This is an optimization exercise on Yosys and OpenROAD, whose aim is small area, a short achievable clock period and few clock cycles per item, not a production implementation. RTL that was checked went through simulation tests only; none was proved equivalent to the original. Only the layout flow was run in runs 3 to 6; the RTL was not checked for function there. Power is estimated from default activity; no workload was simulated.

==> flow/constraint.sdc <==
create_clock -name core_clock -period 10.0 [get_ports {clock}]
set_input_delay 2.0000 -clock core_clock [delete_from_list [all_inputs] [get_ports {clock}]]
set_output_delay 2.0000 -clock core_clock [all_outputs]
set_load 0.01 [all_outputs]
==> flow/run.sh <==
#!/bin/bash
# synth_recipe.tcl (not shown) runs the flow's synth.tcl, then flattens the netlist and writes it again
# the make line also repeats each setting of config.mk as NAME=value (left out here)
make -C /OpenROAD-flow-scripts/flow DESIGN_CONFIG=/design/flow/config.mk WORK_HOME=/design/flow/orfs CLKGATE_MAP_FILE= SYNTH_SCRIPT=/design/flow/synth_recipe.tcl finish
==> flow/design.v <==
`timescale 1ns / 1ps
package fsa_pkg;
   localparam int STEP_LEN_WIDTH   = 25;
   localparam int STEP_LIM_WIDTH   = 8;
   localparam int REM_WIDTH        = 24;
   localparam int DROP_TIME_WIDTH  = 48;
   localparam int COUNT_WIDTH      = 32;
   localparam int ELAPSED_WIDTH    = 32;
   localparam int BLEND_WIDTH      = 17;
   localparam int CSR_INDEX_WIDTH  = 4;
   localparam int CSR_DATA_WIDTH   = 25;
   localparam logic [STEP_LEN_WIDTH-1:0] STEP_LENGTH_MIN   = 25'd65536;
   localparam logic [STEP_LEN_WIDTH-1:0] STEP_LENGTH_MAX   = 25'd16777216;
   localparam logic [STEP_LEN_WIDTH-1:0] STEP_LENGTH_RESET = 25'd279620;
   localparam logic [STEP_LIM_WIDTH-1:0] STEP_LIMIT_RESET  = 8'd5;
   localparam logic [CSR_INDEX_WIDTH-1:0] REG_STEP_LENGTH = 4'd0;
   localparam logic [CSR_INDEX_WIDTH-1:0] REG_STEP_LIMIT  = 4'd1;
endpackage
`timescale 1ns / 1ps
`timescale 1ns / 1ps
import fsa_pkg::*;
module fixed_step_accumulator (
   input  logic                                 clock,
   input  logic                                 reset,
   input  logic                                 req_valid,
   output logic                                 req_ready,
   input  logic                                 req_operation,
   input  logic signed [fsa_pkg::ELAPSED_WIDTH-1:0] req_elapsed,
   output logic                                 rsp_valid,
   input  logic                                 rsp_ready,
   output logic [fsa_pkg::STEP_LIM_WIDTH-1:0]   rsp_step_count,
   output logic                                 rsp_dropped,
   output logic [fsa_pkg::BLEND_WIDTH-1:0]      rsp_blend_fraction,
   output logic [fsa_pkg::COUNT_WIDTH-1:0]      rsp_drop_count,
   output logic [fsa_pkg::DROP_TIME_WIDTH-1:0]  rsp_dropped_time,
   output logic [fsa_pkg::COUNT_WIDTH-1:0]      rsp_total_steps,
   input  logic                                 csr_valid,
   output logic                                 csr_ready,
   input  logic [fsa_pkg::CSR_INDEX_WIDTH-1:0]  csr_index,
   input  logic [fsa_pkg::CSR_DATA_WIDTH-1:0]   csr_data
);
   localparam int J    = 2;
   localparam int BPC  = 2 * J;                      
   localparam int NFC  = 16 / BPC;                   
   localparam int NIC  = (9 + BPC - 1) / BPC;        
   localparam int MW   = NIC * BPC;                  
   localparam int QW   = MW + 16;                    
   localparam int CW   = 3;
   localparam logic [1:0] ST_IDLE = 2'd0;
   localparam logic [1:0] ST_INT  = 2'd1;
   localparam logic [1:0] ST_FRAC = 2'd2;
   localparam logic [1:0] ST_CLR  = 2'd3;
   logic [STEP_LEN_WIDTH-1:0] step_ff;
   logic [STEP_LIM_WIDTH-1:0] limit_ff;
   logic [25:0]               step3_ff;      
   logic [STEP_LEN_WIDTH-1:0] csr_len;
   logic [STEP_LIM_WIDTH-1:0] csr_lim;
   logic [REM_WIDTH-1:0]       rem_ff;
   logic [DROP_TIME_WIDTH-1:0] disc_ff;
   logic [COUNT_WIDTH-1:0]     drops_ff;
   logic [COUNT_WIDTH-1:0]     total_ff;
   logic        buf_ff;
   logic        bop_ff;
   logic [30:0] bel_ff;
   logic [1:0]    st_ff;
   logic [CW-1:0] cnt_ff;
   logic [31:0]   rw_ff;       
   logic [QW-1:0] qs_ff;       
   logic [MW-1:0] msh_ff;      
   logic          tight_ff;
   logic          drop_ff;
   logic                      rsp_valid_ff;
   logic [STEP_LIM_WIDTH-1:0] out_steps_ff;
   logic                      out_drop_ff;
   logic [15:0]               out_blend_ff;
   always_comb begin
      csr_len = csr_data[STEP_LEN_WIDTH-1:0];
      if (csr_len < STEP_LENGTH_MIN) begin
         csr_len = STEP_LENGTH_MIN;
      end else if (csr_len > STEP_LENGTH_MAX) begin
         csr_len = STEP_LENGTH_MAX;
      end
      csr_lim = csr_data[STEP_LIM_WIDTH-1:0];
      if (csr_lim == '0) begin
         csr_lim = 8'd1;
      end
   end
   assign csr_ready = 1'b1;
   logic [8:0] lim_m;
   logic [2:0] nbc;
   assign lim_m = {1'b0, limit_ff} + 9'd1;
   always_comb begin
      int bl;
      bl = 1;
      for (int b = 0; b < 9; b++) begin
         if (lim_m[b]) bl = b + 1;
      end
      nbc = 3'((bl + BPC - 1) / BPC);
   end
   logic [31:0]   r_s [0:J];
   logic [QW-1:0] q_s [0:J];
   logic          t_s [0:J];
   logic          clamp;
   assign clamp  = (st_ff == ST_INT);
   assign r_s[0] = rw_ff;
   assign q_s[0] = qs_ff;
   assign t_s[0] = tight_ff;
   for (genvar i = 0; i < J; i++) begin : g_step
      logic [31:0] t;
      logic [32:0] d1, d2, d3;
      logic        f1, f2, f3;
      logic [1:0]  m;
      logic        ct;
      logic        s1, s2, s3;
      assign t  = {r_s[i][29:0], q_s[i][QW-1:QW-2]};
      assign d1 = {1'b0, t} - {8'd0, step_ff};
      assign d2 = {1'b0, t} - {7'd0, step_ff, 1'b0};
      assign d3 = {1'b0, t} - {7'd0, step3_ff};
      assign f1 = !d1[32];
      assign f2 = !d2[32];
      assign f3 = !d3[32];
      assign m  = msh_ff[MW-1-2*i -: 2];
      assign ct = clamp && t_s[i];
      assign s3 = f3 && (!ct || (m == 2'd3));
      assign s2 = f2 && !s3 && (!ct || m[1]);
      assign s1 = f1 && !s3 && !s2 && (!ct || (m != 2'd0));
      assign r_s[i+1] = s3 ? d3[31:0] : s2 ? d2[31:0] : s1 ? d1[31:0] : t;
      assign q_s[i+1] = {q_s[i][QW-3:0], s3 || s2, s3 || s1};
      assign t_s[i+1] = t_s[i] && ((m == 2'd0) || (m == 2'd1 && f1) ||
                                   (m == 2'd2 && f2) || (m == 2'd3 && f3));
   end
   logic adv;
   logic fin;
   logic emit;
   logic start;
   logic int_last;
   logic frac_last;
   assign int_last  = (st_ff == ST_INT) && (cnt_ff == '0);
   assign frac_last = (st_ff == ST_FRAC) && (cnt_ff == '0);
   assign adv       = !(rsp_valid_ff && !rsp_ready);
   assign fin       = (st_ff == ST_CLR) || frac_last || ((st_ff == ST_FRAC) && drop_ff);
   assign emit      = fin && adv;
   assign start     = buf_ff && ((st_ff == ST_IDLE) || emit);
   assign req_ready = !buf_ff;
   logic [31:0] a_sum;
   assign a_sum = 32'(rem_ff) + 32'(bel_ff);
   logic [31:0]   rw_ld;
   logic [QW-1:0] qs_ld;
   logic [MW-1:0] msh_ld;
   always_comb begin
      rw_ld  = a_sum;
      qs_ld  = '0;
      msh_ld = '0;
      for (int c = 1; c <= NIC; c++) begin
         if (nbc == 3'(c)) begin
            rw_ld  = a_sum >> (c * BPC);
            qs_ld  = QW'(a_sum) << (QW - c * BPC);
            msh_ld = MW'(lim_m) << (MW - c * BPC);
         end
      end
   end
   always_ff @(posedge clock) begin
      if (reset) begin
         step_ff  <= STEP_LENGTH_RESET;
         limit_ff <= STEP_LIMIT_RESET;
      end else if (csr_valid) begin
         if (csr_index == REG_STEP_LENGTH) begin
            step_ff <= csr_len;
         end
         if (csr_index == REG_STEP_LIMIT) begin
            limit_ff <= csr_lim;
         end
      end
   end
   always_ff @(posedge clock) begin
      step3_ff <= 26'(step_ff) + {step_ff, 1'b0};
   end
   always_ff @(posedge clock) begin
      if (reset) begin
         buf_ff <= 1'b0;
      end else if (req_valid && !buf_ff) begin
         buf_ff <= 1'b1;
         bop_ff <= req_operation;
         bel_ff <= req_elapsed[31] ? 31'd0 : req_elapsed[30:0];
      end else if (start) begin
         buf_ff <= 1'b0;
      end
   end
   always_ff @(posedge clock) begin
      if (reset) begin
         st_ff <= ST_IDLE;
      end else if (start) begin
         st_ff    <= bop_ff ? ST_CLR : ST_INT;
         cnt_ff   <= CW'(nbc - 3'd1);
         rw_ff    <= rw_ld;
         qs_ff    <= qs_ld;
         msh_ff   <= msh_ld;
         tight_ff <= 1'b1;
         drop_ff  <= 1'b0;
      end else if (adv) begin
         unique case (st_ff)
            ST_INT: begin
               rw_ff    <= r_s[J];
               qs_ff    <= q_s[J];
               msh_ff   <= msh_ff << BPC;
               tight_ff <= t_s[J];
               cnt_ff   <= cnt_ff - 1'b1;
               if (cnt_ff == '0) begin
                  st_ff   <= ST_FRAC;
                  cnt_ff  <= CW'(NFC - 1);
                  drop_ff <= t_s[J];
               end
            end
            ST_FRAC: begin
               rw_ff  <= r_s[J];
               qs_ff  <= q_s[J];
               cnt_ff <= cnt_ff - 1'b1;
               if (fin) begin
                  st_ff <= ST_IDLE;
               end
            end
            ST_CLR: begin
               st_ff <= ST_IDLE;
            end
            default: begin
            end
         endcase
      end
   end
   logic [DROP_TIME_WIDTH:0] dsum;
   assign dsum = {1'b0, disc_ff} + 49'(rw_ff) + 49'(step_ff);
   always_ff @(posedge clock) begin
      if (reset) begin
         rem_ff       <= '0;
         disc_ff      <= '0;
         drops_ff     <= '0;
         total_ff     <= '0;
         rsp_valid_ff <= 1'b0;
      end else begin
         if (start && bop_ff) begin
            rem_ff <= '0;
         end
         if (adv && int_last) begin
            rem_ff       <= t_s[J] ? '0 : r_s[J][REM_WIDTH-1:0];
            out_steps_ff <= t_s[J] ? limit_ff : q_s[J][7:0];
         end
         if (emit) begin
            rsp_valid_ff <= 1'b1;
            if (st_ff == ST_CLR) begin
               out_steps_ff <= '0;
               out_drop_ff  <= 1'b0;
               out_blend_ff <= '0;
               disc_ff      <= '0;
               drops_ff     <= '0;
            end else begin
               total_ff <= total_ff + COUNT_WIDTH'(out_steps_ff);
               if (drop_ff) begin
                  out_drop_ff  <= 1'b1;
                  out_blend_ff <= '0;
                  disc_ff      <= dsum[DROP_TIME_WIDTH] ? '1 : dsum[DROP_TIME_WIDTH-1:0];
                  if (drops_ff != '1) begin
                     drops_ff <= drops_ff + 1'b1;
                  end
               end else begin
                  out_drop_ff  <= 1'b0;
                  out_blend_ff <= q_s[J][15:0];
               end
            end
         end else if (rsp_ready) begin
            rsp_valid_ff <= 1'b0;
         end
      end
   end
   assign rsp_valid          = rsp_valid_ff;
   assign rsp_step_count     = out_steps_ff;
   assign rsp_dropped        = out_drop_ff;
   assign rsp_blend_fraction = {1'b0, out_blend_ff};
   assign rsp_drop_count     = drops_ff;
   assign rsp_dropped_time   = disc_ff;
   assign rsp_total_steps    = total_ff;
endmodule
==> flow/config.mk <==
export PLATFORM = sky130hd
export DESIGN_NAME = fixed_step_accumulator
export DESIGN_NICKNAME = fixed_step_accumulator
export VERILOG_FILES = /design/flow/design.v
export SDC_FILE = /design/flow/constraint.sdc
export NUM_CORES = 4
export LEC_CHECK = 0
export ABC_CLOCK_PERIOD_IN_PS = 6000
export CAP_MARGIN = 20
export CORE_MARGIN = 2
export CORE_UTILIZATION = 40
export SETUP_SLACK_MARGIN = 3
export SLEW_MARGIN = 20
==> impl_metrics.json, run 1 <==
{
  "port_buffers": 205,
  "wl_per_cell_um": 20.5,
  "final_common_cell": "nor2_1",
  "irDropWorstVdd_mv": 0.167,
  "dr_wl_met2_um": 41500,
  "diodes": 0,
  "synth.distinct_cells": 88,
  "skew_ns": 0.0318,
  "cts_sinks": 333,
  "wl_met3_um": 6580,
  "final_antenna_net_count": 0,
  "routed_wirelength_um": 94200,
  "leakage_nw": 13.3,
  "path_max_fanout": 10,
  "postCtsHoldBufs": 0,
  "cts_made_buffers": 41,
  "cpMaxStageDelayCell": "edfxtp_1",
  "cts_buffer_depth": 3,
  "synth_area_mm2": 0.0279,
  "grt_antenna_before_repair": 0,
  "status": "finished clean",
  "coreArea_mm2": 0.0688,
  "crit_required_ns": 10.29,
  "drtIter0Drc": 2721,
  "postSynthCellCount": 3395,
  "ys_ff_latch": 333,
  "startpoint_type": "flop",
  "nFillCells": 6756,
  "syn_nets": 3756,
  "ys_top_cells_by_area": "edfxtp_1 (14%), dfxtp_1 (14%), ha_1 (12%), a21oi_1 (5.5%), xnor2_1 (4.7%)",
  "overflow": 0,
  "synth_edf_count": 134,
  "grt_pass1_wl_um": 142000,
  "crit_type": "reg2reg",
  "min_path_type": "reg2reg",
  "clkTransAtPathRegs_ns": 0.06,
  "async_flop_share": 0,
  "end_kind": "flop",
  "max_freq_mhz": 144,
  "p_per_area_mw_per_mm2": 251,
  "initial_core_util": 0.405,
  "grt_max_degree": 73,
  "yosys.area.top_type": "edfxtp_1",
  "synth_ff_type": "dfxtp_1",
  "crit_path_max_incr_delay_ns": 0.54,
  "crit_path_frequent_cell": "buf_4",
  "root_buffer": "clkbuf_16",
  "rsz0062_at_grt": "yes",
  "yosys_warnings": 4,
  "drv_cap": 0,
  "drc": 0,
  "finalSetupViolCount": 0,
  "yosysTopAreaCellShare": 0.144,
  "dieWidth_um": 268,
  "cts_max_level": 2,
  "cp_data_arrival_time_ns": 7.26,
  "die-area_mm2": 0.0719,
  "fin_total_pwr_w": 0.00847,
  "syn_avg_cell_area_um2": 8.22,
  "cts_tree": "yes",
  "place_hpwl_um": 72300,
  "drive_gt1_frac": 0.0958,
  "fp.dieH_um": 268,
  "m1WireLength_um": 43300,
  "nNetsFinal": 4004,
  "relSlewSlack": 0.341,
  "final_hold_viol_count": 0,
  "num_rows": 96,
  "finalCriticalPeriod_ns": 6.96,
  "clk_latency_ns": 0.59,
  "io_pins": 208,
  "gp_congestion": 0.976,
  "vias": 26700,
  "period_share": 0.696,
  "first_pass_iters": 9,
  "worst_slew_pin_slew_ns": 0.989,
  "ys_seq_area_frac": 0.287,
  "final_cell_mix": "nor2_1 (321), nand2_1 (312), a21oi_1 (288), ha_1 (246), clkdlybuf4s50_1 (204)",
  "maxSlewViolCount": 0,
  "grt_pass1_vias": 24700,
  "r2r_cells": 27,
  "via_per_inst": 5.79,
  "syn_to_final_growth_pct": 20.8,
  "grt_util_all_layers": 0.253,
  "maxUsedRoutingLayer": "met4",
  "hold_depth": 0,
  "setup-tns-final_ns": 0
}
-- layout make-up --
class | count | area, µm² | share of cell area
Clock buffer | 66 | 1230 | 0.0366
Tap cell | 931 | 1160 | 0.0346
Clock inverter | 9 | 101 | 0.00301
Inverter | 165 | 627 | 0.0186
Sequential cell | 333 | 8030 | 0.238
Timing Repair Buffer | 320 | 3070 | 0.0912
Multi-Input combinational cell | 2782 | 19500 | 0.578
-- cell usage after synthesis (all sizes together), types with 9 or more instances --
cell,n
mux2,10
a211oi,51
nor2b,67
nor2,330
xor2,108
mux2i,25
a22oi,30
a22o,12
inv,165
nor4,14
and2,43
o211ai,44
o21ai,247
or3,29
nor3,60
edfxtp,134
nand3b,9
fa,35
dfxtp,199
and3,45
o31ai,22
nand2,313
ha,259
a31oi,26
nand2b,40
a221o,9
o21bai,23
a211o,13
o31a,10
nand3,95
clkbuf,95
a21boi,14
o22ai,18
a21o,74
a21oi,309
o21a,42
nand4,30
o311ai,10
or2,22
a221oi,17
xnor2,150
buf,24
-- cell families (layout without fill, tap and decap cells) --
family                   after synthesis  count (layout)  synth area share
XOR/XNOR                             258             258            0.0810
flip-flops                           333             333             0.287
AO/OA/AOI/OAI                       1062            1063             0.246
multiplexers                          35              35            0.0130
buffers and inverters                284             560            0.0398
adder cells (fa/ha/maj)              294             294             0.141
AND/OR/NAND/NOR                     1127            1130             0.191
other                                  2               2          0.000269
-- worst paths after layout --
kind | slack, ns | start | end
max reg2reg | 3.04 | rw_ff[3] | rw_ff[29]
min | 0.46 | step_ff[0] | step3_ff[0]
max | 3.04 | rw_ff[3] | rw_ff[29]
min reg2reg | 0.46 | step_ff[0] | step3_ff[0]
-- critical path: cells and delay by family (launching register included) --
| kind | cells | cell delay (ns) |
|---|---|---|
| AO/OA/AOI/OAI | 19 | 3.97 |
| adder cells (fa/ha/maj) | 2 | 0.68 |
| buffers and inverters | 4 | 0.74 |
| AND/OR/NAND/NOR | 2 | 0.72 |
| flip-flops | 1 | 0.54 |
-- where the power goes --
part           total, W  leakage [nW]  internal [W]  switching [W]
clock           0.00150         0.650      0.000877       0.000623
sequential      0.00179          2.87       0.00160       0.000187
combinational   0.00519          9.83       0.00214        0.00304
-- repair_timing --
| item | 4_1_cts | 5_1_grt |
|---|---|---|
| cloned | 3 | 3 |
| pin swaps | 10 | 31 |
| buffers inserted | 42 | 36 |
| endpoints found under the setup margin | 70 | 70 |
| gates resized for setup | 76 | 97 |
-- routing by layer --
metal  vias to the layer above  global-route usage
met5                         -                   0
met4                         0              0.0679
met3                       172              0.0323
met2                       971               0.398
met1                     12600               0.363
li1                      12900                   -
-- flip-flops by register name (all words and copies together) (netlist names), 24 cells and up --
signal,cells
bel_ff,31
disc_ff,48
drops_ff,32
qs_ff,28
rem_ff,24
rw_ff,32
step3_ff,26
step_ff,25
total_ff,32
-- metrics by stage --
step / cell area [µm²] / worst slack (ns) / instances / utilization / hold slack [ns]
detailed placement: 31000 / 1.52 / 4446 / 0.450 / 0.455
global placement: 30900 / 1.70 / 4444 / 0.449 / 0.460
floorplan: 27900 / 3.15 / 3395 / - / 0.430
global route: 33700 / 2.81 / 4606 / 0.490 / 0.468
finish: 33700 / 3.04 / 4606 / 0.490 / 0.464
CTS: 33000 / 2.99 / 4566 / 0.479 / 0.456
Testbench counts, summed over its fixed seeds: cycles 14,884, items 3,200.
==> inputs of run 2 (changes only) <==
--- a/flow/config.mk
+++ b/flow/config.mk
@@ -6,8 +6,6 @@
 export NUM_CORES = 4
 export LEC_CHECK = 0
-export ABC_CLOCK_PERIOD_IN_PS = 6000
 export CAP_MARGIN = 20
 export CORE_MARGIN = 2
 export CORE_UTILIZATION = 40
-export SETUP_SLACK_MARGIN = 3
 export SLEW_MARGIN = 20
==> run 2 against run 1 <==
Net effect:
- synthesized area unchanged
- fmax down 19%
- via count down 2.0%
- global-route usage down 0.45 points
- worst hold slack better by 0.0010 ns
- clock power about the same
==> impl_metrics.json, run 2 <==
{
  "cts_max_level": 2,
  "largest_register_ffs": 48,
  "nNetsFinal": 3920,
  "clkTransAtPathRegs_ns": 0.06,
  "syn_to_final_growth_pct": 15.9,
  "synth_ff_type": "dfxtp_1",
  "startpoint_type": "flop",
  "cts_resized": 0,
  "die-area_mm2": 0.0719,
  "port_buffers": 205,
  "yosysTopAreaCellShare": 0.144,
  "design_area_mm2": 0.0323,
  "initial_core_util": 0.405,
  "min_path_type": "reg2reg",
  "synth.distinct_cells": 88,
  "final_antenna_net_count": 0,
  "nFillCells": 6890,
  "drive_gt1_frac": 0.0437,
  "cts_sinks": 333,
  "multi_input_area_mm2": 0.0188,
  "cts_buffer_depth": 3,
  "grt_pass1_wl_um": 140000,
  "crit_required_ns": 10.49,
  "period_share": 0.864,
  "synth_edf_count": 134,
  "cts_setup_buffers": 0,
  "routed_wirelength_um": 91700,
  "grt_max_degree": 73,
  "syn_avg_cell_area_um2": 8.22,
  "p_per_area_mw_per_mm2": 248,
  "hold_start": "disc_ff[29]",
  "async_flop_share": 0,
  "vias": 26100,
  "path_max_fanout": 16,
  "final_cell_mix": "nor2_1 (328), nand2_1 (313), a21oi_1 (304), ha_1 (258), o21ai_0 (224)",
  "ys_top_cells_by_area": "edfxtp_1 (14%), dfxtp_1 (14%), ha_1 (12%), a21oi_1 (5.5%), xnor2_1 (4.7%)",
  "leakage_nw": 12.8,
  "cts_tree": "yes",
  "crit_start": "step_ff[1]",
  "relSlewSlack": 0.230,
  "coreArea_mm2": 0.0688,
  "syn_nets": 3756,
  "max_freq_mhz": 116,
  "grt_util_all_layers": 0.248,
  "finalSetupViolCount": 0,
  "fp.dieH_um": 268,
  "drc": 0,
  "diodes": 0,
  "root_buffer": "clkbuf_16",
  "rr_startpoint": "step_ff[1]",
  "clk_latency_ns": 0.59,
  "wl_per_cell_um": 20.3,
  "rsz0062_at_grt": "no",
  "overflow": 0,
  "setup-tns-final_ns": 0,
  "dieWidth_um": 268,
  "cts_made_buffers": 41,
  "yosys.area.top_type": "edfxtp_1",
  "postPlaceCellArea_mm2": 0.0310,
  "largest_register": "disc_ff",
  "yosysMostFrequentCell": "nor2_1",
  "drv_cap": 0,
  "cp_data_arrival_time_ns": 9.13,
  "grt_antenna_before_repair": 0,
  "ys_seq_area_frac": 0.287,
  "synthTopCellsByCount": "nor2_1 (330), nand2_1 (313), a21oi_1 (308)",
  "irDropWorstVdd_mv": 0.159,
  "place_hpwl_um": 72300,
  "synth_area_mm2": 0.0279,
  "crit_type": "reg2reg",
  "status": "finished clean",
  "skew_ns": 0.0326,
  "num_rows": 96,
  "drtIter0Drc": 2560,
  "regArea_mm2": 0.00801,
  "ys_ff_latch": 333,
  "worst_hold_slack_ns": 0.465,
  "postCtsHoldBufs": 0,
  "final_hold_viol_count": 0,
  "worst_slew_pin_slew_ns": 1.14,
  "via_per_inst": 5.78,
  "postSynthCellCount": 3395,
  "finalCriticalPeriod_ns": 8.64,
  "gp_congestion": 0.976,
  "end_kind": "flop",
  "grt_pass1_vias": 24300,
  "first_pass_iters": 8,
  "maxSlewViolCount": 0,
  "yosys_warnings": 4,
  "final_common_cell": "nor2_1",
  "io_pins": 208
}
## run 2: power breakdown
group,switching (W),internal [W]
sequential,0.000218,0.00160
clock,0.000621,0.000877
combinational,0.00281,0.00189
## run 2: worst max-delay path, stage by stage, from the launching register on
cell and delay (ns):
dfxtp_1 0.50, inv_1 0.29, fa_1 0.54, a211oi_1 0.24
o21ai_1 0.17, o311ai_1 0.59, a211oi_1 0.20, nor3_1 0.35
nor2_1 0.28, o21ai_0 0.22, a21oi_1 0.09, o21ai_0 0.49
ha_1 0.38, o21ai_0 0.27, o21ai_0 0.19, a2111oi_0 0.75
o311a_1 0.27, o31ai_1 0.11, a31oi_1 0.25, o21ai_0 0.19
o41a_1 0.42, nor2_1 0.12, a211oi_1 0.08, o31ai_4 0.24
buf_4 0.28, and3_1 0.62, nand2_1 0.19, o221ai_1 0.19
## run 2: layer usage
metal	share of wire	up-vias	global-route usage
met4	0.025	0	0.0639
met1	0.47	12400	0.360
met3	0.068	130	0.0327
met5	0	-	0
li1	-	12700	-
met2	0.44	894	0.388
## run 2: final timing paths
path	to	slack [ns]	cells past startpoint
setup / recovery	rem_ff[1]	1.36	27
hold / removal	disc_ff[29]	0.46	2
setup reg to reg	rem_ff[1]	1.36	27
hold reg to reg	disc_ff[29]	0.46	2
## run 2: area by class of cell
type / count / share of cell area
timing repair buffer: 240 / 0.0729
inverter: 165 / 0.0192
clock buffer: 66 / 0.0382
clock inverter: 9 / 0.00313
sequential: 333 / 0.248
tap: 931 / 0.0360
multi-input combinational: 2778 / 0.583
## run 2: cells by family after synthesis
group,share of synthesized area
mux,0.0130
fa+ha+maj,0.141
flops,0.287
other cells,0.000269
buf+inv,0.0398
simple gates,0.191
compound gates,0.246
xor+xnor,0.0810
## run 2: metrics by stage
| step | utilization | setup slack, ns | std cells | power, W |
|---|---|---|---|---|
| after floorplan | - | 3.15 | 3395 | 0.00515 |
| after global placement | 0.449 | 1.70 | 4444 | 0.00643 |
| after detailed placement | 0.450 | 1.52 | 4446 | 0.00639 |
| after CTS | 0.470 | 1.47 | 4521 | 0.00793 |
| after global routing | 0.470 | 0.643 | 4522 | 0.00856 |
| final | 0.470 | 1.36 | 4522 | 0.00801 |
==> inputs of run 3 (changes only) <==
--- a/flow/design.v
+++ b/flow/design.v
@@ -40,15 +40,16 @@
    input  logic [fsa_pkg::CSR_DATA_WIDTH-1:0]   csr_data
 );
-   localparam int J    = 2;
+   localparam int J    = 1;
    localparam int BPC  = 2 * J;                      
    localparam int NFC  = 16 / BPC;                   
-   localparam int NIC  = (9 + BPC - 1) / BPC;        
+   localparam int NIC  = (8 + BPC - 1) / BPC;        
    localparam int MW   = NIC * BPC;                  
    localparam int QW   = MW + 16;                    
    localparam int CW   = 3;
-   localparam logic [1:0] ST_IDLE = 2'd0;
-   localparam logic [1:0] ST_INT  = 2'd1;
-   localparam logic [1:0] ST_FRAC = 2'd2;
-   localparam logic [1:0] ST_CLR  = 2'd3;
+   localparam logic [2:0] ST_IDLE = 3'd0;
+   localparam logic [2:0] ST_INT  = 3'd1;
+   localparam logic [2:0] ST_FRAC = 3'd2;
+   localparam logic [2:0] ST_CLR  = 3'd3;
+   localparam logic [2:0] ST_DROP = 3'd4;
    logic [STEP_LEN_WIDTH-1:0] step_ff;
    logic [STEP_LIM_WIDTH-1:0] limit_ff;
@@ -60,14 +61,12 @@
    logic [COUNT_WIDTH-1:0]     drops_ff;
    logic [COUNT_WIDTH-1:0]     total_ff;
-   logic        buf_ff;
-   logic        bop_ff;
-   logic [30:0] bel_ff;
-   logic [1:0]    st_ff;
+   logic [2:0]    st_ff;
    logic [CW-1:0] cnt_ff;
+   logic          first_ff;
    logic [31:0]   rw_ff;       
    logic [QW-1:0] qs_ff;       
-   logic [MW-1:0] msh_ff;      
+   logic [MW-1:0] lsh_ff;      
    logic          tight_ff;
-   logic          drop_ff;
+   logic          dc_ff;       
    logic                      rsp_valid_ff;
    logic [STEP_LIM_WIDTH-1:0] out_steps_ff;
@@ -87,12 +86,10 @@
    end
    assign csr_ready = 1'b1;
-   logic [8:0] lim_m;
    logic [2:0] nbc;
-   assign lim_m = {1'b0, limit_ff} + 9'd1;
    always_comb begin
       int bl;
       bl = 1;
-      for (int b = 0; b < 9; b++) begin
-         if (lim_m[b]) bl = b + 1;
+      for (int b = 0; b < 8; b++) begin
+         if (limit_ff[b]) bl = b + 1;
       end
       nbc = 3'((bl + BPC - 1) / BPC);
@@ -120,5 +117,5 @@
       assign f2 = !d2[32];
       assign f3 = !d3[32];
-      assign m  = msh_ff[MW-1-2*i -: 2];
+      assign m  = lsh_ff[MW-1-2*i -: 2];
       assign ct = clamp && t_s[i];
       assign s3 = f3 && (!ct || (m == 2'd3));
@@ -133,28 +130,34 @@
    logic fin;
    logic emit;
-   logic start;
+   logic accept;
+   logic drop;
+   logic dchk;
    logic int_last;
    logic frac_last;
+   logic drop_last;
+   assign adv       = !(rsp_valid_ff && !rsp_ready);
    assign int_last  = (st_ff == ST_INT) && (cnt_ff == '0);
    assign frac_last = (st_ff == ST_FRAC) && (cnt_ff == '0);
-   assign adv       = !(rsp_valid_ff && !rsp_ready);
-   assign fin       = (st_ff == ST_CLR) || frac_last || ((st_ff == ST_FRAC) && drop_ff);
+   assign drop_last = (st_ff == ST_DROP) && (cnt_ff == '0);
+   assign dchk      = (st_ff == ST_FRAC) && first_ff;
+   assign drop      = tight_ff && (rw_ff >= 32'(step_ff));
+   assign fin       = (st_ff == ST_CLR) || frac_last || drop_last;
    assign emit      = fin && adv;
-   assign start     = buf_ff && ((st_ff == ST_IDLE) || emit);
-   assign req_ready = !buf_ff;
+   assign req_ready = (st_ff == ST_IDLE) || (fin && !rsp_valid_ff);
+   assign accept    = req_valid && req_ready;
    logic [31:0] a_sum;
-   assign a_sum = 32'(rem_ff) + 32'(bel_ff);
+   assign a_sum = 32'(rem_ff) + (req_elapsed[31] ? 32'd0 : {1'b0, req_elapsed[30:0]});
    logic [31:0]   rw_ld;
    logic [QW-1:0] qs_ld;
-   logic [MW-1:0] msh_ld;
+   logic [MW-1:0] lsh_ld;
    always_comb begin
       rw_ld  = a_sum;
       qs_ld  = '0;
-      msh_ld = '0;
+      lsh_ld = '0;
       for (int c = 1; c <= NIC; c++) begin
          if (nbc == 3'(c)) begin
             rw_ld  = a_sum >> (c * BPC);
             qs_ld  = QW'(a_sum) << (QW - c * BPC);
-            msh_ld = MW'(lim_m) << (MW - c * BPC);
+            lsh_ld = MW'(limit_ff) << (MW - c * BPC);
          end
       end
@@ -176,26 +179,16 @@
       step3_ff <= 26'(step_ff) + {step_ff, 1'b0};
    end
-   always_ff @(posedge clock) begin
-      if (reset) begin
-         buf_ff <= 1'b0;
-      end else if (req_valid && !buf_ff) begin
-         buf_ff <= 1'b1;
-         bop_ff <= req_operation;
-         bel_ff <= req_elapsed[31] ? 31'd0 : req_elapsed[30:0];
-      end else if (start) begin
-         buf_ff <= 1'b0;
-      end
-   end
+   logic [16:0] dpart;
+   assign dpart = {1'b0, disc_ff[15:0]} + {1'b0, rw_ff[15:0]} + {16'd0, dc_ff && !dchk};
    always_ff @(posedge clock) begin
       if (reset) begin
          st_ff <= ST_IDLE;
-      end else if (start) begin
-         st_ff    <= bop_ff ? ST_CLR : ST_INT;
+      end else if (accept) begin
+         st_ff    <= req_operation ? ST_CLR : ST_INT;
          cnt_ff   <= CW'(nbc - 3'd1);
          rw_ff    <= rw_ld;
          qs_ff    <= qs_ld;
-         msh_ff   <= msh_ld;
+         lsh_ff   <= lsh_ld;
          tight_ff <= 1'b1;
-         drop_ff  <= 1'b0;
       end else if (adv) begin
          unique case (st_ff)
@@ -203,18 +196,34 @@
                rw_ff    <= r_s[J];
                qs_ff    <= q_s[J];
-               msh_ff   <= msh_ff << BPC;
+               lsh_ff   <= lsh_ff << BPC;
                tight_ff <= t_s[J];
                cnt_ff   <= cnt_ff - 1'b1;
+               first_ff <= 1'b1;
                if (cnt_ff == '0) begin
-                  st_ff   <= ST_FRAC;
-                  cnt_ff  <= CW'(NFC - 1);
-                  drop_ff <= t_s[J];
+                  st_ff  <= ST_FRAC;
+                  cnt_ff <= CW'(NFC - 1);
                end
             end
             ST_FRAC: begin
-               rw_ff  <= r_s[J];
-               qs_ff  <= q_s[J];
+               first_ff <= 1'b0;
+               if (dchk && drop) begin
+                  st_ff  <= ST_DROP;
+                  cnt_ff <= CW'(1);
+                  rw_ff  <= rw_ff >> 16;
+                  dc_ff  <= dpart[16];
+               end else begin
+                  rw_ff  <= r_s[J];
+                  qs_ff  <= q_s[J];
+                  cnt_ff <= cnt_ff - 1'b1;
+                  if (cnt_ff == '0) begin
+                     st_ff <= ST_IDLE;
+                  end
+               end
+            end
+            ST_DROP: begin
+               rw_ff  <= rw_ff >> 16;
+               dc_ff  <= dpart[16];
                cnt_ff <= cnt_ff - 1'b1;
-               if (fin) begin
+               if (cnt_ff == '0) begin
                   st_ff <= ST_IDLE;
                end
@@ -224,10 +233,9 @@
             end
             default: begin
+               st_ff <= ST_IDLE;
             end
          endcase
       end
    end
-   logic [DROP_TIME_WIDTH:0] dsum;
-   assign dsum = {1'b0, disc_ff} + 49'(rw_ff) + 49'(step_ff);
    always_ff @(posedge clock) begin
       if (reset) begin
@@ -238,10 +246,19 @@
          rsp_valid_ff <= 1'b0;
       end else begin
-         if (start && bop_ff) begin
+         if (accept && req_operation) begin
             rem_ff <= '0;
          end
          if (adv && int_last) begin
-            rem_ff       <= t_s[J] ? '0 : r_s[J][REM_WIDTH-1:0];
-            out_steps_ff <= t_s[J] ? limit_ff : q_s[J][7:0];
+            out_steps_ff <= q_s[J][7:0];
+         end
+         if (adv && dchk) begin
+            rem_ff <= drop ? '0 : rw_ff[REM_WIDTH-1:0];
+         end
+         if (adv && ((dchk && drop) || (st_ff == ST_DROP))) begin
+            if (drop_last && dpart[16]) begin
+               disc_ff <= '1;
+            end else begin
+               disc_ff <= {dpart[15:0], disc_ff[DROP_TIME_WIDTH-1:16]};
+            end
          end
          if (emit) begin
@@ -255,8 +272,7 @@
             end else begin
                total_ff <= total_ff + COUNT_WIDTH'(out_steps_ff);
-               if (drop_ff) begin
+               if (st_ff == ST_DROP) begin
                   out_drop_ff  <= 1'b1;
                   out_blend_ff <= '0;
-                  disc_ff      <= dsum[DROP_TIME_WIDTH] ? '1 : dsum[DROP_TIME_WIDTH-1:0];
                   if (drops_ff != '1) begin
                      drops_ff <= drops_ff + 1'b1;
==> run 3 against run 2 <==
Net effect:
- combinational power is 77% lower
- critical path depth is 12 lower
- sequential power is 22% lower
- sequential cell count is 39 lower
- critical path type is now in2reg
- critical endpoint is now rw_ff[12]
==> impl_metrics.json, run 3 <==
{
  "rr_startpoint": "rw_ff[11]",
  "grt_pass1_vias": 19500,
  "maxUsedRoutingLayer": "met4",
  "cp_data_arrival_time_ns": 6.03,
  "final_cell_mix": "nor2_1 (271), a21oi_1 (248), nand2_1 (236), clkdlybuf4s50_1 (204), dfxtp_1 (199)",
  "port_buffers": 205,
  "hold_start": "total_ff[2]",
  "clkTransAtPathRegs_ns": 0.06,
  "dieWidth_um": 235,
  "drive_gt1_frac": 0.0625,
  "r2r_setup_slack_ns": 5.20,
  "routed_wirelength_um": 73100,
  "startpoint_type": "primary input",
  "worst_slew_pin_slew_ns": 1.08,
  "min_path_type": "reg2reg",
  "synthTopCellsByCount": "nor2_1 (272), a21oi_1 (252), nand2_1 (237)",
  "drv_cap": 0,
  "p_per_area_mw_per_mm2": 153,
  "vias": 20600,
  "nFillCells": 5118,
  "worst_hold_slack_ns": 0.475,
  "status": "finished clean",
  "period_share": 0.573,
  "crit_required_ns": 10.29,
  "io_pins": 208,
  "nNetsFinal": 3011,
  "via_per_inst": 5.94,
  "yosys.area.top_type": "dfxtp_1",
  "grt_util_all_layers": 0.256,
  "coreArea_mm2": 0.0528,
  "synth.distinct_cells": 84,
  "grt_pass1_wl_um": 113000,
  "postCtsHoldBufs": 0,
  "ys_seq_area_frac": 0.319,
  "wl_per_cell_um": 21.0,
  "drc": 0,
  "path_max_fanout": 31,
  "grt_max_degree": 64,
  "cts_sinks": 294,
  "root_buffer": "clkbuf_16",
  "num_rows": 84,
  "first_pass_iters": 6,
  "final_antenna_net_count": 0,
  "die-area_mm2": 0.0555,
  "cts_max_level": 2,
  "setup-tns-final_ns": 0,
  "clk_latency_ns": 0.57,
  "gp_congestion": 0.988,
  "r2r_cells": 13,
  "regArea_mm2": 0.00684,
  "fp.dieH_um": 235,
  "finalSetupViolCount": 0,
  "yosysMostFrequentCell": "nor2_1",
  "synth_edf_count": 95,
  "cts_made_buffers": 37,
  "overflow": 0,
  "yosys_warnings": 4,
  "drtIter0Drc": 1939,
  "ys_top_cells_by_area": "dfxtp_1 (19%), edfxtp_1 (13%), ha_1 (11%), a21oi_1 (5.9%), nor2_1 (4.8%)",
  "irDropWorstVdd_mv": 0.137,
  "dr_wl_met2_um": 34100,
  "largest_register_ffs": 48,
  "syn_nets": 2857,
  "rsz0062_at_grt": "no",
  "cts_resized": 0,
  "end_kind": "flop",
  "initial_core_util": 0.406,
  "ys_ff_latch": 294,
  "postSynthCellCount": 2601,
  "relSlewSlack": 0.274,
  "syn_avg_cell_area_um2": 8.24,
  "finalCriticalPeriod_ns": 5.73,
  "max_freq_mhz": 174,
  "syn_to_final_growth_pct": 18.5,
  "final_common_cell": "nor2_1",
  "cts_setup_buffers": 0,
  "cts_buffer_depth": 3,
  "cts_tree": "yes",
  "crit_type": "in2reg",
  "m1WireLength_um": 31600,
  "synth_area_mm2": 0.0214,
  "synth_ff_type": "dfxtp_1",
  "skew_ns": 0.0200,
  "whs_endpoint": "total_ff[2]",
  "async_flop_share": 0,
  "wl_met3_um": 5150,
  "grt_antenna_before_repair": 1,
  "leakage_nw": 9.66,
  "multi_input_area_mm2": 0.0138,
  "hold_depth": 2,
  "place_hpwl_um": 55900,
  "final_hold_viol_count": 0,
  "rr_endpoint": "rw_ff[3]",
  "maxSlewViolCount": 0,
  "largest_register": "disc_ff",
  "yosysTopAreaCellShare": 0.186
}
## run 3: cell type report
| cell class | count | area share |
|---|---|---|
| tap | 688 | 0.0339 |
| sequential | 294 | 0.269 |
| antenna | 1 | 0.0000985 |
| timing repair buffer | 230 | 0.0880 |
| clock buffer | 44 | 0.0399 |
| multi-input combinational | 2087 | 0.544 |
| inverter | 105 | 0.0155 |
| clock inverter | 24 | 0.00980 |
## run 3: how the worst max path moves through the flow
| stage | start | endpoint | depth (start not counted) |
|---|---|---|---|
| floorplan | req_elapsed[31] | rw_ff[12] | 15 |
| global placement | req_elapsed[31] | rw_ff[12] | 15 |
| detailed placement | req_elapsed[31] | rw_ff[12] | 15 |
| CTS | req_elapsed[31] | rw_ff[12] | 15 |
| global route | req_elapsed[31] | rw_ff[12] | 15 |
| finish | req_elapsed[31] | rw_ff[12] | 15 |
## run 3: report_power, final
part | switching [W] | internal [W] | total, W
sequential | 0.000109 | 0.00131 | 0.00142
combinational | 0.000656 | 0.000424 | 0.00108
clock | 0.000568 | 0.000813 | 0.00138
total | 0.00133 | 0.00255 | 0.00388
## run 3: cells by family after synthesis
logic type	Yosys count	share of synthesized area
multiplexers	14	0.00695
adder cells (fa/ha/maj)	189	0.113
XOR/XNOR	177	0.0723
AND/OR/NAND/NOR	873	0.193
flip-flops	294	0.319
other	2	0.000350
AO/OA/AOI/OAI	832	0.256
buffers and inverters	220	0.0395
## run 3: critical path: stages
cell and delay, ns:
clkdlybuf4s50_1 0.45, buf_4 0.31, nor2b_1 0.09, ha_1 0.23, fa_1 0.44, a211oi_1 0.34, nor2_1 0.12, a21o_1 0.22
o211ai_1 0.40, o21ai_0 0.26, a31oi_1 0.29, xor2_1 0.33, o21ai_0 0.12, a222oi_1 0.28, o21ai_0 0.12
## run 3: stage by stage
stage                      util  cells  worst slack, ns  instance area [µm²]  power, W
after detailed placement  0.458   3404             3.76                24100   0.00250
final                     0.482   3473             4.27                25400   0.00388
after global placement    0.458   3404             3.85                24100   0.00249
after CTS                 0.481   3472             4.32                25400   0.00390
after floorplan               -   2601             4.71                21400   0.00213
after global routing      0.482   3472             3.93                25400   0.00407
## run 3: routing by layer
metal  vias to the layer above  global-route usage
li1                       9910                   -
met1                      9796               0.335
met2                       771               0.431
met3                       152              0.0416
met4                         0              0.0826
met5                         -                   0
==> inputs of run 4 (changes only) <==
--- a/flow/config.mk
+++ b/flow/config.mk
@@ -6,6 +6,8 @@
 export NUM_CORES = 4
 export LEC_CHECK = 0
+export ABC_CLOCK_PERIOD_IN_PS = 3000
 export CAP_MARGIN = 20
 export CORE_MARGIN = 2
 export CORE_UTILIZATION = 40
+export SETUP_SLACK_MARGIN = 3
 export SLEW_MARGIN = 20
==> run 4 against run 3 <==
Net effect:
- power stayed put
- synthesized area did not move
- critical path type unchanged
- cell area did not move
- worst setup slack unchanged
- register-to-register slack hardly changed
- final cell count is the same
- still clean on timing, DRC and antenna
- non-clock buffer count unchanged
==> impl_metrics.json, run 4 <==
{
  "drive_gt1_frac": 0.0625,
  "grt_util_all_layers": 0.256,
  "largest_register_ffs": 48,
  "pre_cts_ws_ns": 3.76,
  "final_antenna_net_count": 0,
  "min_path_type": "reg2reg",
  "final_common_cell": "nor2_1",
  "via_per_inst": 5.94,
  "period_share": 0.573,
  "grt_antenna_before_repair": 1,
  "ys_ff_latch": 294,
  "maxSlewViolCount": 0,
  "max_freq_mhz": 174,
  "cts_made_buffers": 37,
  "grt_max_degree": 64,
  "vias": 20600,
  "place_hpwl_um": 55900,
  "synth_area_mm2": 0.0214,
  "final_hold_viol_count": 0,
  "cts_max_level": 2,
  "relSlewSlack": 0.274,
  "syn_avg_cell_area_um2": 8.24,
  "ys_seq_area_frac": 0.319,
  "first_pass_iters": 6,
  "end_kind": "flop",
  "async_flop_share": 0,
  "grtUsageMet3": 0.0416,
  "overflow": 0,
  "skew_ns": 0.0200,
  "rsz0062_at_grt": "no",
  "power_frac_seq": 0.366,
  "cts_setup_buffers": 0,
  "leakage_nw": 9.66,
  "synth.distinct_cells": 84,
  "die-area_mm2": 0.0555,
  "grt_pass1_vias": 19500,
  "dieWidth_um": 235,
  "pwr-share-comb": 0.278,
  "yosys.area.top_type": "dfxtp_1",
  "num_rows": 84,
  "syn_to_final_growth_pct": 18.5,
  "root_buffer": "clkbuf_16",
  "port_buffers": 205,
  "drc": 0,
  "path_max_fanout": 31,
  "synth_ff_type": "dfxtp_1",
  "worst_slack_ns": 4.27,
  "switching_share": 0.343,
  "clk_latency_ns": 0.57,
  "syn_nets": 2857,
  "final_cell_mix": "nor2_1 (271), a21oi_1 (248), nand2_1 (236), clkdlybuf4s50_1 (204), dfxtp_1 (199)",
  "grt_pass1_wl_um": 113000,
  "finalCriticalPeriod_ns": 5.73,
  "cts_buffer_depth": 3,
  "gp_congestion": 0.988,
  "met2_usage": 0.431,
  "status": "finished clean",
  "p_per_area_mw_per_mm2": 153,
  "drtIter0Drc": 1939,
  "yosysTopAreaCellShare": 0.186,
  "drv_cap": 0,
  "ys_top_cells_by_area": "dfxtp_1 (19%), edfxtp_1 (13%), ha_1 (11%), a21oi_1 (5.9%), nor2_1 (4.8%)",
  "io_pins": 208,
  "clock_power_share": 0.356,
  "startpoint_type": "primary input",
  "crit_type": "in2reg",
  "p_switching_w": 0.00133,
  "yosys_warnings": 4,
  "largest_register": "disc_ff",
  "worst_slew_pin_slew_ns": 1.08,
  "post-route-util": 0.482,
  "cts_resized": 0,
  "grtUsageMet1": 0.335,
  "fp.dieH_um": 235,
  "grt-busiest-layer": "met2",
  "yosysMostFrequentCell": "nor2_1",
  "wl_per_cell_um": 21.0,
  "postCtsHoldBufs": 0,
  "irDropWorstVdd_mv": 0.137,
  "setup-tns-final_ns": 0,
  "coreArea_mm2": 0.0528,
  "nNetsFinal": 3011,
  "finalSetupViolCount": 0,
  "p_int_w": 0.00255,
  "routed_wirelength_um": 73100,
  "synthTopCellsByCount": "nor2_1 (272), a21oi_1 (252), nand2_1 (237)",
  "crit_required_ns": 10.29,
  "initial_core_util": 0.406,
  "cts_sinks": 294,
  "clkTransAtPathRegs_ns": 0.06,
  "postSynthCellCount": 2601,
  "cts_tree": "yes",
  "cp_data_arrival_time_ns": 6.03,
  "synth_edf_count": 95
}
==> run 4: final cells by class <==
cell class / instances / area, µm²
clock inverter: 24 / 249
timing repair buffer: 230 / 2240
inverter: 105 / 394
fill: 5118 / 27400
tap: 688 / 861
sequential: 294 / 6840
clock buffer: 44 / 1010
multi-input combinational: 2087 / 13800
antenna: 1 / 2.50
==> run 4: power by group through the flow <==
stage / Combinational (W) / Clock [W] / Sequential [W]
after floorplan: 0.000751 / 0 / 0.00138
final: 0.00108 / 0.00138 / 0.00142
after global placement: 0.00105 / 0 / 0.00144
after global routing: 0.00118 / 0.00146 / 0.00142
after detailed placement: 0.00106 / 0 / 0.00144
after CTS: 0.00106 / 0.00141 / 0.00142
==> run 4: worst paths after layout <==
kind,from,to,slack (ns),cells past startpoint
min reg2reg,total_ff[2],total_ff[2],0.48,2
min,total_ff[2],total_ff[2],0.48,2
max,req_elapsed[31],rw_ff[12],4.27,15
max reg2reg,rw_ff[11],rw_ff[3],5.20,13
==> run 4: metal layers <==
| layer | vias to the layer above | routed length (µm) |
|---|---|---|
| li1 | 9910 | - |
| met1 | 9796 | 31600 |
| met2 | 771 | 34100 |
| met3 | 152 | 5150 |
| met4 | 0 | 2140 |
| met5 | - | 0 |
==> run 4: critical path, cell delays in order <==
cell and delay [ns]:
clkdlybuf4s50_1 0.45, buf_4 0.31, nor2b_1 0.09, ha_1 0.23, fa_1 0.44, a211oi_1 0.34
nor2_1 0.12, a21o_1 0.22, o211ai_1 0.40, o21ai_0 0.26, a31oi_1 0.29, xor2_1 0.33
o21ai_0 0.12, a222oi_1 0.28, o21ai_0 0.12
==> run 4: cell families after synthesis <==
family / count (synthesis) / share of synthesized area
compound gates: 832 / 0.256
xor+xnor: 177 / 0.0723
fa+ha+maj: 189 / 0.113
buf+inv: 220 / 0.0395
flops: 294 / 0.319
mux: 14 / 0.00695
other cells: 2 / 0.000350
simple gates: 873 / 0.193
==> run 4: per-stage QoR <==
step                instances  hold slack (ns)  total power (W)  area [µm²]
CTS                      3472            0.481          0.00390       25400
floorplan                2601            0.403          0.00213       21400
global placement         3404            0.465          0.00249       24100
global route             3472            0.519          0.00407       25400
detailed placement       3404            0.470          0.00250       24100
finish                   3473            0.475          0.00388       25400
==> inputs of run 5 (changes only) <==
--- a/flow/design.v
+++ b/flow/design.v
@@ -61,4 +61,7 @@
    logic [COUNT_WIDTH-1:0]     drops_ff;
    logic [COUNT_WIDTH-1:0]     total_ff;
+   logic        buf_ff;
+   logic        bop_ff;
+   logic [30:0] bel_ff;
    logic [2:0]    st_ff;
    logic [CW-1:0] cnt_ff;
@@ -130,5 +133,5 @@
    logic fin;
    logic emit;
-   logic accept;
+   logic start;
    logic drop;
    logic dchk;
@@ -144,8 +147,8 @@
    assign fin       = (st_ff == ST_CLR) || frac_last || drop_last;
    assign emit      = fin && adv;
-   assign req_ready = (st_ff == ST_IDLE) || (fin && !rsp_valid_ff);
-   assign accept    = req_valid && req_ready;
+   assign start     = buf_ff && ((st_ff == ST_IDLE) || emit);
+   assign req_ready = !buf_ff;
    logic [31:0] a_sum;
-   assign a_sum = 32'(rem_ff) + (req_elapsed[31] ? 32'd0 : {1'b0, req_elapsed[30:0]});
+   assign a_sum = 32'(rem_ff) + 32'(bel_ff);
    logic [31:0]   rw_ld;
    logic [QW-1:0] qs_ld;
@@ -179,4 +182,15 @@
       step3_ff <= 26'(step_ff) + {step_ff, 1'b0};
    end
+   always_ff @(posedge clock) begin
+      if (reset) begin
+         buf_ff <= 1'b0;
+      end else if (req_valid && !buf_ff) begin
+         buf_ff <= 1'b1;
+         bop_ff <= req_operation;
+         bel_ff <= req_elapsed[31] ? 31'd0 : req_elapsed[30:0];
+      end else if (start) begin
+         buf_ff <= 1'b0;
+      end
+   end
    logic [16:0] dpart;
    assign dpart = {1'b0, disc_ff[15:0]} + {1'b0, rw_ff[15:0]} + {16'd0, dc_ff && !dchk};
@@ -184,6 +198,6 @@
       if (reset) begin
          st_ff <= ST_IDLE;
-      end else if (accept) begin
-         st_ff    <= req_operation ? ST_CLR : ST_INT;
+      end else if (start) begin
+         st_ff    <= bop_ff ? ST_CLR : ST_INT;
          cnt_ff   <= CW'(nbc - 3'd1);
          rw_ff    <= rw_ld;
@@ -246,5 +260,5 @@
          rsp_valid_ff <= 1'b0;
       end else begin
-         if (accept && req_operation) begin
+         if (start && bop_ff) begin
             rem_ff <= '0;
          end
--- a/flow/config.mk
+++ b/flow/config.mk
@@ -6,8 +6,7 @@
 export NUM_CORES = 4
 export LEC_CHECK = 0
-export ABC_CLOCK_PERIOD_IN_PS = 3000
 export CAP_MARGIN = 20
 export CORE_MARGIN = 2
 export CORE_UTILIZATION = 40
-export SETUP_SLACK_MARGIN = 3
+export SETUP_SLACK_MARGIN = 5
 export SLEW_MARGIN = 20
==> run 5 against run 4 <==
Net effect:
- clock-buffer cell count increased by 11
- fmax increased by 20%
- cell area up 5.8%
- clock power about the same
- final cell count up 3.7%
- sequential cell count rose by 33
- synthesized area grew 6.4%
- routed wire length is 6.3% higher
- worst setup slack improved by 0.97 ns
- combinational power fell by 23%
- worst hold slack worse by 0.0068 ns
- critical path type is now reg2reg
- largest cell class unchanged
- largest power group unchanged
==> impl_metrics.json, run 5 <==
{
  "status": "finished clean",
  "drtIter0Drc": 1957,
  "cts_made_buffers": 40,
  "ys_top_cells_by_area": "dfxtp_1 (18%), edfxtp_1 (17%), ha_1 (9.9%), a21oi_1 (4.6%), nor2_1 (4.5%)",
  "min_path_type": "reg2reg",
  "dieWidth_um": 243,
  "cts_sinks": 327,
  "maxSlewViolCount": 0,
  "overflow": 0,
  "hold_depth": 0,
  "cp_data_arrival_time_ns": 5.17,
  "finalCriticalPeriod_ns": 4.76,
  "synthXorXnorAreaFrac": 0.0641,
  "crit_start": "rw_ff[1]",
  "grt_pass1_wl_um": 120000,
  "initial_core_util": 0.405,
  "final_common_cell": "nor2_1",
  "cp.buffers_inverters": 1,
  "p_per_area_mw_per_mm2": 140,
  "largest_register_ffs": 48,
  "synth-compound-area-share": 0.249,
  "fp.dieH_um": 243,
  "startpoint_type": "flop",
  "cts_setup_buffers": 0,
  "final_hold_viol_count": 0,
  "max_freq_mhz": 210,
  "final_antenna_net_count": 0,
  "first_pass_iters": 6,
  "wl_per_cell_um": 21.6,
  "syn_to_final_growth_pct": 17.8,
  "final_cell_mix": "nor2_1 (271), nand2_1 (212), a21oi_1 (208), clkdlybuf4s50_1 (203), dfxtp_1 (200)",
  "irDropWorstVdd_mv": 0.0995,
  "root_buffer": "clkbuf_16",
  "synth_ff_type": "dfxtp_1",
  "crit_type": "reg2reg",
  "nFillCells": 5443,
  "clkTransAtPathRegs_ns": 0.06,
  "synthSimpleGateAreaFrac": 0.189,
  "crit_path_frequent_cell": "o211ai_1",
  "ys_seq_area_frac": 0.343,
  "grt_pass1_vias": 20000,
  "async_flop_share": 0,
  "postSynthCellCount": 2663,
  "worst_slack_ns": 5.24,
  "synth_area_mm2": 0.0228,
  "via_per_inst": 5.94,
  "cts_tree": "yes",
  "whs_endpoint": "step3_ff[0]",
  "relSlewSlack": 0.381,
  "largest_register": "disc_ff",
  "rr_endpoint": "rw_ff[19]",
  "syn_nets": 2919,
  "vias": 21400,
  "yosysMostFrequentCell": "nor2_1",
  "crit_path_max_incr_delay_ns": 0.75,
  "skew_ns": 0.0242,
  "r2r_cells": 12,
  "rsz0062_at_grt": "yes",
  "cpMaxStageDelayCell": "edfxtp_1",
  "routed_wirelength_um": 77700,
  "nNetsFinal": 3070,
  "drc": 0,
  "leakage_nw": 10.3,
  "postCtsHoldBufs": 0,
  "rr_startpoint": "rw_ff[1]",
  "coreArea_mm2": 0.0564,
  "regArea_mm2": 0.00782,
  "synth_top_family_by_area": "compound AO/OA/AOI/OAI gates",
  "crit_cells": 12,
  "yosys_warnings": 4,
  "place_hpwl_um": 59300,
  "drive_gt1_frac": 0.0636,
  "setup-tns-final_ns": 0,
  "synthTopCellsByCount": "nor2_1 (274), nand2_1 (213), a21oi_1 (211)",
  "end_kind": "flop",
  "finalSetupViolCount": 0,
  "gp_congestion": 0.950,
  "multi_input_area_mm2": 0.0142,
  "crit_required_ns": 10.41,
  "ys_ff_latch": 327,
  "synth.distinct_cells": 91,
  "cts_max_level": 2,
  "synth_edf_count": 127,
  "port_buffers": 205,
  "io_pins": 208,
  "num_rows": 87,
  "worst_slew_pin_slew_ns": 0.917,
  "pre_cts_ws_ns": 4.25,
  "synth_fa_ha_area_frac": 0.107,
  "clk_latency_ns": 0.59,
  "hold_start": "step_ff[0]",
  "yosysTopAreaCellShare": 0.176,
  "grt_util_all_layers": 0.257,
  "die-area_mm2": 0.0590,
  "r2r_setup_slack_ns": 5.24,
  "grt_antenna_before_repair": 2,
  "grt_max_degree": 60,
  "syn_avg_cell_area_um2": 8.57,
  "cts_buffer_depth": 3,
  "muxShareOfSynthArea": 0.00768,
  "period_share": 0.476,
  "drv_cap": 0,
  "diodes": 0,
  "yosys.area.top_type": "dfxtp_1",
  "crit_family": "compound AO/OA/AOI/OAI gates",
  "cp_cell_sequence": "ha_1, o211ai_1, a21oi_1, o41ai_1, o211ai_1, nand2_1, o211ai_4, o211ai_2, buf_4, and2_0, a221oi_1, o21ai_0",
  "path_max_fanout": 20
}
## run 5: area by class of cell
class / instances / share of cell area
well taps: 756 / 0.0352
clock inverters: 18 / 0.00479
repair buffers: 237 / 0.0849
multi-input cells: 2095 / 0.527
flip-flops and latches: 327 / 0.291
clock buffers: 55 / 0.0417
inverters: 113 / 0.0158
## run 5: metrics by stage
stage,cells,hold slack [ns],instance area [µm²],total power [W],utilization
finish,3601,0.468,26900,0.00377,0.477
global route,3601,0.486,26900,0.00394,0.477
CTS,3600,0.467,26800,0.00379,0.476
detailed placement,3527,0.461,25600,0.00237,0.454
global placement,3526,0.464,25600,0.00236,0.454
floorplan,2663,0.403,22800,0.00208,-
## run 5: where the power goes
part / switching (W) / leakage [nW] / total [W] / internal (W)
Combinational: 0.000504 / 6.91 / 0.000836 / 0.000332
Sequential: 0.0000854 / 2.80 / 0.00153 / 0.00145
Clock: 0.000610 / 0.605 / 0.00140 / 0.000793
## run 5: kinds of logic (layout without fill, tap and decap cells)
kind of cell,count (synthesis),in the layout
and+or+nand+nor,893,893
AOI/OAI and AO/OA,826,826
DFF,327,327
buffers and inverters,241,423
adders and majority gates,190,190
xor gates and xnor gates,167,167
muxes,17,17
other,2,2
## run 5: what timing repair did
item / 4_1_cts / 5_1_grt
resized for setup: 2 / 7
endpoints found under the setup margin: 16 / 72
cloned: 0 / 0
endpoints found under the hold margin: 0 / 0
## run 5: how the worst max path moves through the flow
stage                         endpoint  slack, ns
after floorplan               qs_ff[0]       5.19
after detailed placement  total_ff[27]       4.25
after CTS                  disc_ff[11]       5.07
after global routing       disc_ff[12]       4.92
after global placement    total_ff[27]       4.38
final                        rw_ff[19]       5.24
## run 5: layer usage
layer	part of all wire	track usage	wire length, µm	vias to the layer above
li1	-	-	-	10200
met1	0.46	0.364	35600	10300
met2	0.44	0.393	34000	777
met3	0.075	0.0482	5810	133
met4	0.029	0.0817	2290	6
met5	0.00036	0	28	-
==> inputs of run 6 (changes only) <==
--- a/flow/design.v
+++ b/flow/design.v
@@ -40,5 +40,5 @@
    input  logic [fsa_pkg::CSR_DATA_WIDTH-1:0]   csr_data
 );
-   localparam int J    = 1;
+   localparam int J    = 2;
    localparam int BPC  = 2 * J;                      
    localparam int NFC  = 16 / BPC;                   
==> run 6 against run 5 <==
Net effect:
- clock-buffer cell count up 3
- sequential cell count unchanged
- largest power group is now combinational logic
- largest cell class unchanged
- still clean
- fmax down 31%
- routed wire length up 33%
- cell area up 23%
==> impl_metrics.json, run 6 <==
{
  "die-area_mm2": 0.0666,
  "p_switching_w": 0.00429,
  "setup-tns-final_ns": 0,
  "wl_per_cell_um": 23.9,
  "synth_area_mm2": 0.0258,
  "design_area_mm2": 0.0332,
  "num_rows": 93,
  "worst_hold_slack_ns": 0.445,
  "leakage_nw": 13.1,
  "p_per_area_mw_per_mm2": 280,
  "irDropWorstVdd_mv": 0.184,
  "ys_top_cells_by_area": "dfxtp_1 (16%), edfxtp_1 (15%), ha_1 (12%), a21oi_1 (4.7%), nor2_1 (4.6%)",
  "cts_made_buffers": 41,
  "vias": 25900,
  "worst_slew_pin_slew_ns": 1.12,
  "power_frac_seq": 0.182,
  "final_hold_viol_count": 0,
  "grt_pass1_vias": 24200,
  "first_pass_iters": 6,
  "drive_gt1_frac": 0.158,
  "switching_share": 0.461,
  "maxSlewViolCount": 0,
  "yosys_warnings": 4,
  "via_per_inst": 6.02,
  "postPlaceCellArea_mm2": 0.0291,
  "port_buffers": 205,
  "p_int_w": 0.00501,
  "grt_pass1_wl_um": 151000,
  "yosys.area.top_type": "dfxtp_1",
  "syn_nets": 3400,
  "path_max_fanout": 6,
  "initial_core_util": 0.403,
  "syn_to_final_growth_pct": 28.5,
  "fp.dieH_um": 258,
  "skew_ns": 0.0195,
  "root_buffer": "clkbuf_16",
  "clock_power_share": 0.155,
  "drv_cap": 0,
  "placed_cells_incl_taps": 4044,
  "rsz0062_at_grt": "yes",
  "clk_latency_ns": 0.58,
  "crit_path_frequent_cell": "inv_2",
  "post-route-util": 0.517,
  "routed_wirelength_um": 103000,
  "largest_register_ffs": 48,
  "gp_congestion": 1.01,
  "postSynthCellCount": 3068,
  "ys_seq_area_frac": 0.303,
  "crit_path_max_incr_delay_ns": 0.56,
  "overflow": 0,
  "cpMaxStageDelayCell": "or4b_4",
  "cts_buffer_depth": 3,
  "relSlewSlack": 0.255,
  "crit_type": "reg2reg",
  "ys_ff_latch": 327,
  "grt_util_all_layers": 0.293,
  "period_share": 0.691,
  "finalCriticalPeriod_ns": 6.91,
  "synth.distinct_cells": 95,
  "cts_sinks": 327,
  "yosysMostFrequentCell": "nor2_1",
  "place_hpwl_um": 75300,
  "async_flop_share": 0,
  "final_cells": 4313,
  "final_antenna_net_count": 0,
  "nFillCells": 5956,
  "grt_max_degree": 74,
  "drtIter0Drc": 2887,
  "min_path_type": "reg2reg",
  "cts_tree": "yes",
  "largest_register": "disc_ff",
  "clkTransAtPathRegs_ns": 0.05,
  "io_pins": 208,
  "finalSetupViolCount": 0,
  "grt_antenna_before_repair": 3,
  "yosysTopAreaCellShare": 0.155,
  "syn_avg_cell_area_um2": 8.42,
  "status": "finished clean",
  "rr_startpoint": "qs_ff[22]",
  "coreArea_mm2": 0.0641,
  "synthTopCellsByCount": "nor2_1 (316), ha_1 (254), a21oi_1 (244)",
  "startpoint_type": "flop",
  "drc": 0,
  "dieWidth_um": 258,
  "synth_ff_type": "dfxtp_1",
  "end_kind": "flop",
  "final_common_cell": "nor2_1",
  "cp_data_arrival_time_ns": 7.23,
  "pwr-share-comb": 0.663,
  "crit_required_ns": 10.31,
  "cts_max_level": 2,
  "max_freq_mhz": 145,
  "synth_edf_count": 127,
  "final_cell_mix": "nor2_1 (304), a21oi_1 (222), nand2_1 (221), ha_1 (219), clkdlybuf4s50_1 (204)",
  "crit_start": "qs_ff[22]",
  "hold_start": "step_ff[0]",
  "nNetsFinal": 3756
}
[run 6: cell type report]
| cell class | count | area [µm²] | share of cell area |
|---|---|---|---|
| Multi-Input combinational cell | 2500 | 18600 | 0.560 |
| Sequential cell | 327 | 7830 | 0.236 |
| Timing Repair Buffer | 421 | 3910 | 0.118 |
| Clock buffer | 58 | 1150 | 0.0345 |
| Tap cell | 855 | 1070 | 0.0322 |
| Inverter | 133 | 513 | 0.0155 |
| Clock inverter | 17 | 116 | 0.00351 |
| Antenna cell | 2 | 5.00 | 0.000151 |
[run 6: per-layer routing]
layer	global-route usage	vias to the layer above	wire length (µm)
li1	-	12100	-
met1	0.384	12600	43500
met2	0.484	1055	47800
met3	0.0392	246	7110
met4	0.126	2	4880
met5	0	-	18
[run 6: through the flow]
| step | total power [W] | setup slack, ns |
|---|---|---|
| after floorplan | 0.00535 | 3.66 |
| after global placement | 0.00663 | 1.58 |
| after detailed placement | 0.00666 | 1.62 |
| after CTS | 0.00870 | 3.22 |
| after global routing | 0.00982 | 2.87 |
| final | 0.00930 | 3.09 |
[run 6: worst max-delay path, delay by kind of cell, from the launching register on]
kind | cells | cell delay, ns
adders and majority gates | 3 | 0.76
AOI/OAI and AO/OA | 16 | 3.48
DFF | 1 | 0.41
buffers and inverters | 5 | 0.53
and+or+nand+nor | 6 | 1.22
muxes | 1 | 0.23
[run 6: repair_timing]
| action | 4_1_cts | 5_1_grt |
|---|---|---|
| setup endpoints to repair | 89 | 93 |
| hold buffers | 0 | 0 |
| gates cloned | 3 | 5 |
| gates resized for setup | 162 | 97 |
| buffers inserted | 120 | 63 |
| pin swaps | 73 | 80 |
[run 6: power groups by stage]
stage	Clock, W	Sequential [W]	Combinational [W]
finish	0.00144	0.00169	0.00616
global route	0.00152	0.00170	0.00660
CTS	0.00147	0.00170	0.00553
detailed placement	0	0.00182	0.00484
global placement	0	0.00182	0.00481
floorplan	0	0.00169	0.00366
[run 6: final timing paths]
kind / slack, ns / to / depth (start not counted)
worst min-delay path: 0.44 / step3_ff[0] / 0
worst min register to register: 0.44 / step3_ff[0] / 0
worst max-delay path: 3.09 / rw_ff[1] / 31
worst max register to register: 3.09 / rw_ff[1] / 31
[run 6: cells by family after synthesis]
family,count (synthesis),share of synthesized area
AND/OR/NAND/NOR,993,0.183
adder cells (fa/ha/maj),266,0.132
AO/OA/AOI/OAI,972,0.254
flip-flops,327,0.303
other,2,0.000291
buffers and inverters,246,0.0372
multiplexers,30,0.0118
XOR/XNOR,232,0.0787

[separate check: timing with driven ports]
The results above use ideal ports. As a check the final layouts listed here were re-extracted and re-timed, cells and wires unchanged.
Step 1: set_driving_cell puts a clkbuf_16 on clock and a buf_2 on each other input, an assumption about the parent block.
Step 2 also shifts input and output timing later by t, the mid clock arrival at the registers, as if the neighbouring blocks saw the same clock.
Three values: ideal, step 1, step 2; two values: the first two.
run | shift t [ns] | setup slack, ns | worst setup path after step 2
run 1 | 0.635 | 3.036 / 3.036 / 3.036 | register to register
run 2 | 0.636 | 1.360 / 1.360 / 1.360 | register to register
run 3 | 0.615 | 4.269 / 4.300 / 3.685 | input to register
run 4 | 0.615 | 4.269 / 4.300 / 3.685 | input to register
run 5 | 0.635 | 5.237 / 5.237 / 4.671 | input to register
run 6 | 0.633 | 3.089 / 3.089 / 3.089 | register to register
After both steps every run listed still meets setup and hold.
